This is an optimization exercise on Yosys and OpenROAD, whose aim is small area, a short achievable clock period and few clock cycles, not a production implementation. Function was checked by simulation only, so behaviour that the tests miss may differ from the original. Power is estimated from default activity; no workload was simulated.

==> flow/design.v, too long to show whole: its modules and the start of the top module <==
// module conv_line_buffer: 23 lines
// module conv2d_stream: 6562 lines
// module csa_fa: 10 lines
// module csa_ha: 9 lines
module conv2d_stream
#(
  parameter int IMG_W  = 28,
  parameter int IMG_H  = 28,
  parameter int K      = 3,
  parameter int N_FILT = 4,
  parameter int PIX_W  = cnn_pkg::CNN_PIX_W,
  parameter int WT_W   = 8,
  parameter int OUT_W  = 16,
  parameter int SHIFT  = 4
) (
  input  logic                         clk,
  input  logic                         reset,
  input  logic                         in_valid,
  output logic                         in_ready,
  input  logic [PIX_W-1:0]             in_pix,
  input  logic                         wt_we,
  input  logic [((N_FILT*K*K > 1) ? $clog2(N_FILT*K*K) : 1)-1:0] wt_addr,
  input  logic [WT_W-1:0]              wt_data,
  output logic                         out_valid,
  input  logic                         out_ready,
  output logic [N_FILT*OUT_W-1:0]      out_data,
  output logic                         busy,
  output logic                         frame_done
);
  // ...
==> flow/run.sh <==
#!/bin/bash
# synth_recipe.tcl (not shown) runs the flow's synth.tcl, then flattens the netlist and writes it again
# the make line also repeats each setting of config.mk as NAME=value (left out here)
make -C /OpenROAD-flow-scripts/flow DESIGN_CONFIG=/design/flow/config.mk WORK_HOME=/design/flow/orfs CLKGATE_MAP_FILE= SYNTH_SCRIPT=/design/flow/synth_recipe.tcl finish
==> flow/config.mk <==
export PLATFORM = sky130hd
export DESIGN_NAME = conv2d_stream
export DESIGN_NICKNAME = conv2d_stream
export VERILOG_FILES = /design/flow/design.v
export SDC_FILE = /design/flow/constraint.sdc
export NUM_CORES = 4
export LEC_CHECK = 0
export CAP_MARGIN = 20
export CORE_MARGIN = 2
export CORE_UTILIZATION = 55
export CTS_BUF_LIST = sky130_fd_sc_hd__clkbuf_4 sky130_fd_sc_hd__clkbuf_8
export SETUP_SLACK_MARGIN = 5
export SLEW_MARGIN = 20
export SYNTH_HIERARCHICAL = 1
==> flow/constraint.sdc <==
create_clock -name core_clock -period 9.0 [get_ports {clk}]
set_input_delay 1.8000 -clock core_clock [delete_from_list [all_inputs] [get_ports {clk}]]
set_output_delay 1.8000 -clock core_clock [all_outputs]
set_load 0.01 [all_outputs]
==> qor.yml, run 1 <==
run_status: "timing/DRC/antenna clean"
p_leak_nw: 40.1
synth_top_family_by_area: "adder cells"
synth_xor_area_share_pct: 13.0
setup_tns_ps: 0
n_antenna_cell: 9
power.density_nw_per_um2: 377
synth_fa_ha_area_share_pct: 30.4
p_clk_mw: 6.24
comb_power_share_pct: 57.7
rr_endpoint: "bb_f3[20]"
synth-simple-area-share_pct: 3.06
seq_cell_count: 1354
grt_pass1_vias: 60268
nClkBuffers: 338
ff_latch_area_um2: 39500
clkPwrFrac_pct: 15.6
required_ps: 9690
yosys_warnings: 8
final_util_pct: 61.8
crit_arrival_ps: 4740
synth-compound-area-share_pct: 8.31
grt_first_pass_wirelength_um: 434000
cts_setup_buffers: 76
finalHoldViolations: 0
worstSetupEndpoint: "bb_f3[20]"
cpPeakStageDelay_ps: 550
pwr-share-seq_pct: 26.7
grt_use_met1_pct: 50.3
final_common_cell: "fa_1"
min_from: "zr_f3[10]"
slew_headroom_pct: 23.7
fin_crit_ps: 4060
num_rows: 152
wl_met2_um: 136000
dp_cells: 9026
grt.met3_usage_pct: 8.59
cts_tree: "built"
wl_met1_um: 123000
synth_edf_count: 1238
grt_setup_unrepaired: "yes"
Testbench counts, summed over its fixed seeds: cycles 18,896.
==> run 2, diff against run 1 <==
--- a/flow/config.mk
+++ b/flow/config.mk
@@ -8,7 +8,6 @@
 export CAP_MARGIN = 20
 export CORE_MARGIN = 2
 export CORE_UTILIZATION = 55
-export CTS_BUF_LIST = sky130_fd_sc_hd__clkbuf_4 sky130_fd_sc_hd__clkbuf_8
 export SETUP_SLACK_MARGIN = 5
 export SLEW_MARGIN = 20
 export SYNTH_HIERARCHICAL = 1
==> qor.yml, run 2 <==
run_status: "timing/DRC/antenna clean"
largest_register_ffs: 464
synth_xor_area_share_pct: 13.0  # unchanged
antenna_found_initial: 12
fmax_mhz: 246
grt_setup_unrepaired: "yes"
grt_first_pass_wirelength_um: 432000  # -0.48%
io_buffers: 94
setup_tns_ps: 0  # unchanged
hp-class: "reg -> reg"
grt_use_total_pct: 35.4
via_per_inst: 6.23
place.gp.congestion: 0.980
critPathCaptureType: "flip-flop"
die_w_um: 419
synth_seq_cells: 1354
synth-simple-area-share_pct: 3.06  # unchanged
final_common_cell: "fa_1"
crit_top_cell: "fa_1"
ir_worst_vdd_mv: 0.586
synth-compound-area-share_pct: 8.31  # unchanged
vias: 59356
startpoint_type: "flip-flop"
cts_tree: "built"
final_util_pct: 61.6  # -0.18 points
fill_cells: 13338
numCtsBuffers: 152
ios: 95
die_h_um: 419
yosys.area.top_type_share_pct: 39.2
syn_inst: 6918
cp_top_family: "adder cells"
synth_edf_count: 1238  # unchanged
worstMarginPinSlew_ps: 1160
path_cells: "clkbuf_8 -> o22ai_1 -> xor2_1 -> fa_1 -> fa_1 -> fa_1 -> fa_2 -> fa_1"
synth_fa_ha_area_share_pct: 30.4  # unchanged
htreeDepth: 4
hpwl_um: 226000
ys_seq_area_share_pct: 41.7
top_regs: "u_lb.sr x464, wenc x432"
worstPathMaxFanout: 33
path_clk_slew_ps: 60
synthFlopType: "edfxtp_1"
p_leak_nw: 39.8  # -0.71%
drive_gt1_share_pct: 10.8
final_cell_mix: "1258 x fa_1, 1238 x edfxtp_1, 989 x o22ai_1"
grt_max_degree: 163
drtIter0Drc: 8278
yosys_warnings: 8  # unchanged
grt_pass1_vias: 59564  # -1.2%
yosys.area.top_type: "edfxtp_1"
postSynth.asyncResetShare_pct: 0
slew_headroom_pct: 22.5  # -1.1 points
clk-insertion-delay-late_ps: 850
cts-root-buf: "clkbuf_16"
synth_nets: 8458
synth_common_cells: "1312 x fa_1, 1238 x edfxtp_1, 1008 x o22ai_1, 725 x xor2_1, 678 x xnor2_1"
drc_errors: 0
synth_top_family_by_area: "adder cells"
num_rows: 152  # unchanged
synth.distinct_cells: 65
finalHoldViolations: 0  # unchanged
cts-hold-fix-buffers: 0
finalSetupViolCount: 0
fin_crit_ps: 4070  # +14.6 ps
clock_path_buffers: 3
netlist_area_um2: 94800
cpMaxStageDelayCell: "fa_2"
crit_arrival_ps: 4660  # -80 ps
drt_first_pass_iters: 6
path_class: "reg -> reg"
cts_sinks: 1354
power.density_nw_per_um2: 378  # +0.17%
crit_buf_inv: 1
wl_um: 308000
syn_avg_cell_area_um2: 13.7
core_area_um2: 171000
ant_nets: 0
fin_crit_sh_pct: 45.2
maxCapViolCount: 0
required_ps: 9590  # -100 ps
die-area_um2: 176000
area_growth_pct: 11.4
top_register: "u_lb.sr"
fin_nets: 8624
whs_ps: 388
synth_area_leaders: "edfxtp_1 39%, fa_1 28%, xor2_1 6.7%"
synth_mux_area_share_pct: 0.0224
yosysMostFrequentCell: "fa_1"
drv_slew: 0
start_util_pct: 55.3
grt_overflow: 0
finalClockSkew_ps: 38.4
cpPeakStageDelay_ps: 610  # +60 ps
wire_per_inst_um: 32.3
[run 2: changes by cell type in the layout (fill, tap and decap cells not counted), moves of 5 or more]
cell and change:
bufinv_16 -11, clkbuf_1 +31, clkbuf_16 +159, clkbuf_4 -75, clkbuf_8 -257, clkinv_1 -17
diode_2 -6, fa_1 +19, fa_2 -19, inv_6 +7, o22ai_1 +8, o22ai_2 -7
xnor2_1 +5, xnor2_2 -6
[run 2: final cells by class]
type | count | area [µm²] | area share (%)
inverters | 445 | 1720 | 1.63
flip-flops and latches | 1354 | 39500 | 37.4
multi-input cells | 4723 | 52600 | 49.8
well taps | 2310 | 2890 | 2.74
clock buffers | 197 | 4200 | 3.98
diodes | 3 | 7.51 | 0.00711
repair buffers | 408 | 3880 | 3.68
clock inverters | 81 | 783 | 0.742
[run 2: per-module statistics from Yosys, one instance, submodules excluded, a selection]
module         cells  cell area [µm²]  copies in the design
conv2d_stream   5130            55300                     1
csa_fa             1             20.0                  1232
csa_ha             1             12.5                    28
[run 2: final timing paths]
kind | to | slack, ps | depth (start not counted) | startpoint
hold reg to reg | u_lb.sr[128] | 390 | 0 | u_lb.sr[120]
setup reg to reg | bb_f3[15] | 4930 | 8 | u_lb.sr[440]
setup / recovery | bb_f3[15] | 4930 | 8 | u_lb.sr[440]
hold / removal | u_lb.sr[128] | 390 | 0 | u_lb.sr[120]
[run 2: through the flow]
stage	std cells	power, mW	setup slack, ps	cell area, µm²
6_report	9521	39.9	4930	106000
5_1_grt	9519	43.1	4910	106000
4_1_cts	9391	39.8	4970	104000
3_5_place_dp	9026	33.4	4160	97800
3_3_place_gp	9026	33.0	4230	97800
2_1_floorplan	6918	26.0	893	94800
[run 2: power by group]
part	internal, mW	switching (mW)
sequential	9.85	0.824
combinational	10.3	12.7
clock	3.49	2.74
total	23.6	16.3
[run 2: cells by family (layout without fill, tap and decap cells)]
| group | count (synthesis) | after routing |
|---|---|---|
| xor gates and xnor gates | 1403 | 1403 |
| buffers and inverters | 842 | 1131 |
| muxes | 2 | 2 |
| other | 0 | 3 |
| AOI/OAI and AO/OA | 1245 | 1245 |
| DFF | 1354 | 1354 |
| adders and majority gates | 1513 | 1513 |
| and+or+nand+nor | 559 | 560 |
[run 2: what timing repair did]
action | CTS | global route
resized for setup | 75 | 186
setup buffers | 87 | 124
pin swaps | 0 | 55
cloned | 0 | 3
setup endpoints to repair | 223 | 186
[run 2: metal layers]
layer | vias to the layer above | wire length (µm) | share of wire, % | track usage (%)
met5 | - | 7 | 0.0023 | 0
met4 | 2 | 16600 | 5.4 | 16.2
met3 | 703 | 34900 | 11 | 7.95
met2 | 3747 | 134000 | 44 | 52.1
met1 | 30488 | 122000 | 40 | 50.5
li1 | 24416 | - | - | -

-- re-timing with driven ports --
Ports are ideal in the flow. The routed layouts listed here were re-timed in OpenROAD.
Step 1 (the two cells are an assumption about what drives the block):
set clk [get_ports {clk}]
set_driving_cell -lib_cell sky130_fd_sc_hd__clkbuf_16 $clk
set_driving_cell -lib_cell sky130_fd_sc_hd__buf_2 [delete_from_list [all_inputs] $clk]
Step 2 adds t to the input delays and takes it off the output delays; t is the mean of the earliest and latest rising clock arrival at the registers after step 1. Input paths then give back, and output paths get back, about the clock's delay inside the block.
Three values: no drivers, after step 1, after step 2; two values: the first two.
run | t, ns | setup WS [ns] | worst register clock-pin slew, ns
run 1 | 1.079 | 4.944 / 4.944 / 4.161 | 0.08 / 0.08
run 2 | 0.925 | 4.930 / 4.930 / 4.393 | 0.07 / 0.07
After both steps every run listed still meets setup and hold. The setup slack of run 1, which loses most, moves by 0.000 ns with the drivers and by -0.783 ns with both steps.
